Context: an optimization exercise on an open-source flow, tuned for small area and a short achievable clock period. The choices shown serve that exercise and are no tape-out recipe.
RTL that was checked went through simulation tests only; none was proved equivalent to the original.
No driver is modelled on the clock port, so clock power and skew are understated where the tree is cut down; a real chip needs a root buffer or a tree.
Power and IR drop assume default switching activity.

== trial 71 ==
==> flow/design.v <==
module strawman_rx_fsm #(
  parameter int DATA_LINE_WIDTH = 40,
  parameter int WORD_SIZE       = 32,
  parameter int TIMEOUT_CYCLES  = 64
) (
  input  logic                       clk,
  input  logic                       rst,
  input  logic [DATA_LINE_WIDTH-1:0] i_flit,
  input  logic                       i_flit_valid,
  output logic [1075:0]              o_protocol_bus,
  output logic                       o_valid,
  input  logic                       i_ready,
  output logic                       o_err,
  output logic                       o_overflow,
  output logic                       o_busy
);
  if (DATA_LINE_WIDTH != 40 || WORD_SIZE != 32 || TIMEOUT_CYCLES < 1) begin : g_bad_cfg
    $error("strawman_rx_fsm: unsupported parameter set");
  end
  logic r_ex, r_dat, r_done, r_busy;
  logic r_valid, r_err, r_ovf;
  logic        rx_mode;
  logic [2:0]  rx_cmd, rx_len;
  logic        rx_azero;           
  logic [31:0] rx_addr;
  logic [5:0]  rx_f1, rx_f2;
  logic [1023:0] rx_data;
  logic [4:0]  r_cnt;
  logic        ob_mode;
  logic [2:0]  ob_cmd, ob_len;
  logic [31:0] ob_addr;
  logic [5:0]  ob_f1, ob_f2;
  logic [1023:0] ob_data;
  logic w_hdr, w_bad, w_good, w_last, w_dwe, w_exwe, w_load, w_hold;
  logic [2:0] h_cmd, h_len;
  logic h_mode;
  assign h_mode = i_flit[0];
  assign h_cmd  = i_flit[4:2];
  assign h_len  = i_flit[7:5];
  assign w_hdr  = !r_busy && i_flit_valid && i_flit[1];
  assign w_bad  = h_cmd > 3'd2 || h_len > 3'd5;
  assign w_good = w_hdr && !w_bad;
  assign w_last = r_cnt == 5'((6'd1 << rx_len) - 6'd1);
  assign w_dwe  = r_dat && i_flit_valid;
  assign w_exwe = r_ex && i_flit_valid;
  assign w_load = r_done && (!r_valid || i_ready);
  assign w_hold = r_valid && !i_ready;
  always_ff @(posedge clk) begin
    if (rst) begin
      r_ex    <= 1'b0;
      r_dat   <= 1'b0;
      r_done  <= 1'b0;
      r_busy  <= 1'b0;
      r_valid <= 1'b0;
      r_err   <= 1'b0;
      r_ovf   <= 1'b0;
    end else begin
      r_ex    <= w_good ? (h_mode && h_cmd != 3'd2) : (r_ex && !i_flit_valid);
      r_dat   <= w_good ? (h_cmd != 3'd0 && !(h_mode && h_cmd != 3'd2)) :
                 w_exwe ? (rx_cmd != 3'd0) : (r_dat && !(i_flit_valid && w_last));
      r_done  <= w_good ? (!h_mode && h_cmd == 3'd0) :
                 (w_exwe && rx_cmd == 3'd0) || (w_dwe && w_last);
      r_busy  <= w_good || (r_busy && !r_done);
      r_valid <= w_load || w_hold;
      r_err   <= w_hdr && w_bad;
      if (r_done && !w_load) r_ovf <= 1'b1;
    end
  end
  always_ff @(posedge clk) begin
    if (w_good) begin
      rx_mode  <= h_mode;
      rx_cmd   <= h_cmd;
      rx_len   <= h_len;
      rx_azero <= h_mode || h_cmd == 3'd2;
      rx_f1    <= i_flit[13:8];
      rx_f2    <= i_flit[19:14];
      rx_addr  <= i_flit[39:8];
      r_cnt    <= 5'd0;
    end else begin
      if (w_exwe) begin
        rx_addr  <= i_flit[31:0];
        rx_azero <= 1'b0;
      end
      if (w_dwe) r_cnt <= r_cnt + 5'd1;
    end
  end
  for (genvar k = 0; k < 32; k++) begin : g_word
    logic w_sel, w_we;
    assign w_sel = r_dat && r_cnt == 5'(k);
    assign w_we  = w_sel && i_flit_valid;
    always_ff @(posedge clk)
      rx_data[32*k +: 32] <= (i_flit[31:0] & {32{w_we}}) | (rx_data[32*k +: 32] & {32{r_dat}});
  end
  always_ff @(posedge clk) begin
    ob_mode <= (rx_mode & w_load) | (ob_mode & w_hold);
    ob_cmd  <= (rx_cmd & {3{w_load}}) | (ob_cmd & {3{w_hold}});
    ob_len  <= (rx_len & {3{w_load}}) | (ob_len & {3{w_hold}});
    ob_addr <= (rx_addr & {32{w_load && !rx_azero}}) | (ob_addr & {32{w_hold}});
    ob_f1   <= (rx_f1 & {6{w_load && rx_mode}}) | (ob_f1 & {6{w_hold}});
    ob_f2   <= (rx_f2 & {6{w_load && rx_mode}}) | (ob_f2 & {6{w_hold}});
    ob_data <= (rx_data & {1024{w_load}}) | (ob_data & {1024{w_hold}});
  end
  assign o_protocol_bus = {ob_f2, ob_f1, ob_data, ob_addr, ob_len, ob_cmd, 1'b1, ob_mode};
  assign o_valid    = r_valid;
  assign o_err      = r_err;
  assign o_overflow = r_ovf;
  assign o_busy     = r_busy;
endmodule
clock: 5.0 ns
lec_check: 0
cap_margin: 20
core_margin: 2
core_utilization: 40
setup_slack_margin: 2.5
slew_margin: 20
run.sh (not shown) runs the stock make flow with config.mk's settings and CLKGATE_MAP_FILE= SYNTH_SCRIPT=/design/flow/synth_recipe.tcl, a recipe that flattens the netlist after the stock synthesis.
Edits applied to the flow inputs when going from trial 71 to build 1:
--- a/flow/design.v
+++ b/flow/design.v
@@ -86,9 +86,9 @@
   end
   for (genvar k = 0; k < 32; k++) begin : g_word
-    logic w_sel, w_we;
-    assign w_sel = r_dat && r_cnt == 5'(k);
-    assign w_we  = w_sel && i_flit_valid;
+    logic w_we, w_keep;
+    assign w_we   = w_dwe && r_cnt == 5'(k);
+    assign w_keep = r_dat && !(i_flit_valid && r_cnt == 5'(k));
     always_ff @(posedge clk)
-      rx_data[32*k +: 32] <= (i_flit[31:0] & {32{w_we}}) | (rx_data[32*k +: 32] & {32{r_dat}});
+      rx_data[32*k +: 32] <= (i_flit[31:0] & {32{w_we}}) | (rx_data[32*k +: 32] & {32{w_keep}});
   end
   always_ff @(posedge clk) begin
--- outcome ---
Build 1 | status: complete | timing, DRC, antenna: pass
The lower routed wire length per instance of build 1 and trial 71 is in trial 71.
Adder-cell share of the synthesized area delta (build 1 -> trial 71): insignificant
Build 1 does worse than trial 71 on final worst setup slack.
The number of nets at the end of the flow in build 1 sits 76 above the value recorded for trial 71.
Build 1: largest fanout on the critical path 14 above trial 71
Function not checked in build 1: the RTL went through the layout flow alone.

---

Starts from the design.v that is shown in full above.
clock: 5.0 ns
lec_check: 0
cap_margin: 20
core_margin: 2
core_utilization: 40
setup_slack_margin: 2.85
slew_margin: 20
standard.sh (not shown) runs the stock make flow with config.mk's settings and CLKGATE_MAP_FILE= SYNTH_SCRIPT=/design/flow/synth_recipe.tcl, a recipe that flattens the netlist after the stock synthesis.
==> flow/flow/run.sh <==
#!/bin/bash
cp standard.sh standard.sh.txt
export BUFFER_PORTS_ARGS="-buffer_cell sky130_fd_sc_hd__buf_2"
export PRE_CTS_TCL="$(pwd)/flow/cts_hook.tcl"
export MCTS_REGIONS=4
export MCTS_CLUSTER=30
bash standard.sh MATCH_CELL_FOOTPRINT=0 finish > standard.log 2>&1
Other scripts of this flow, unchanged in this note and not shown: flow/flow/cts_hook.tcl, flow/flow/mcts.tcl
==> next run, changes <==
--- a/flow/design.v
+++ b/flow/design.v
@@ -23,11 +23,11 @@
   logic [2:0]  rx_cmd, rx_len;
   logic        rx_azero;           
   logic [31:0] rx_addr;
   logic [5:0]  rx_f1, rx_f2;
   logic [1023:0] rx_data;
-  logic [4:0]  r_cnt;
+  logic [31:0] r_sel;             
   logic        ob_mode;
   logic [2:0]  ob_cmd, ob_len;
   logic [31:0] ob_addr;
   logic [5:0]  ob_f1, ob_f2;
   logic [1023:0] ob_data;
@@ -38,11 +38,20 @@
   assign h_cmd  = i_flit[4:2];
   assign h_len  = i_flit[7:5];
   assign w_hdr  = !r_busy && i_flit_valid && i_flit[1];
   assign w_bad  = h_cmd > 3'd2 || h_len > 3'd5;
   assign w_good = w_hdr && !w_bad;
-  assign w_last = r_cnt == 5'((6'd1 << rx_len) - 6'd1);
+  always_comb begin
+    case (rx_len)
+      3'd0:    w_last = r_sel[0];
+      3'd1:    w_last = r_sel[1];
+      3'd2:    w_last = r_sel[3];
+      3'd3:    w_last = r_sel[7];
+      3'd4:    w_last = r_sel[15];
+      default: w_last = r_sel[31];
+    endcase
+  end
   assign w_dwe  = r_dat && i_flit_valid;
   assign w_exwe = r_ex && i_flit_valid;
   assign w_load = r_done && (!r_valid || i_ready);
   assign w_hold = r_valid && !i_ready;
   always_ff @(posedge clk) begin
@@ -65,30 +74,30 @@
       r_err   <= w_hdr && w_bad;
       if (r_done && !w_load) r_ovf <= 1'b1;
     end
   end
   always_ff @(posedge clk) begin
-    if (w_good) begin
+    if (!r_busy) begin
       rx_mode  <= h_mode;
       rx_cmd   <= h_cmd;
       rx_len   <= h_len;
       rx_azero <= h_mode || h_cmd == 3'd2;
       rx_f1    <= i_flit[13:8];
       rx_f2    <= i_flit[19:14];
       rx_addr  <= i_flit[39:8];
-      r_cnt    <= 5'd0;
+      r_sel    <= 32'h1;
     end else begin
       if (w_exwe) begin
         rx_addr  <= i_flit[31:0];
         rx_azero <= 1'b0;
       end
-      if (w_dwe) r_cnt <= r_cnt + 5'd1;
+      if (w_dwe) r_sel <= {r_sel[30:0], 1'b0};
     end
   end
   for (genvar k = 0; k < 32; k++) begin : g_word
     logic w_sel, w_we;
-    assign w_sel = r_dat && r_cnt == 5'(k);
+    assign w_sel = r_dat && r_sel[k];
     assign w_we  = w_sel && i_flit_valid;
     always_ff @(posedge clk)
       rx_data[32*k +: 32] <= (i_flit[31:0] & {32{w_we}}) | (rx_data[32*k +: 32] & {32{r_dat}});
   end
   always_ff @(posedge clk) begin
What happened: The changed run finished clean. Hold slack is worse by 4.8 ps. Critical path depth rose by 7. Register-to-register slack is better by 70 ps. Core utilization fell by 0.59 points. Power rose by 1.1%.
The RTL of the second run of this note was laid out without a check of its function. No run of this note takes its clock network from TritonCTS; it comes from the design's own scripts or RTL.

## what the ideal ports hide
Ports are ideal in the flow. The routed layouts listed here were re-timed in OpenROAD. Step 1 sets driving cells, clkbuf_16 on the clock port and buf_2 on the other inputs (assumed; they add their load-dependent delay and slew). Step 2 adds t to the input delays and takes it off the output delays; t is the mean of the earliest and latest rising clock arrival at the registers after step 1. Input paths then give back, and output paths get back, about the clock's delay inside the block. Three values: ideal, step 1, step 2; two values: the first two.
| run | t, ns | setup slack, ns | worst register clock-pin slew, ns |
|---|---|---|---|
| trial 71 | 0.921 | 2.561 / 2.468 / 1.656 | 0.07 / 0.07 |
| build 1 | 0.938 | 2.421 / 2.447 / 1.545 | 0.07 / 0.07 |
| the first run of note 2 | 0.752 | 2.822 / 2.632 / 2.196 | 0.12 / 0.12 |
| the second run of note 2 | 0.759 | 2.822 / 2.680 / 2.210 | 0.12 / 0.12 |
After both steps every run listed still meets setup and hold. The setup slack of trial 71, which loses most, moves by -0.093 ns with the drivers and by -0.905 ns with both steps.
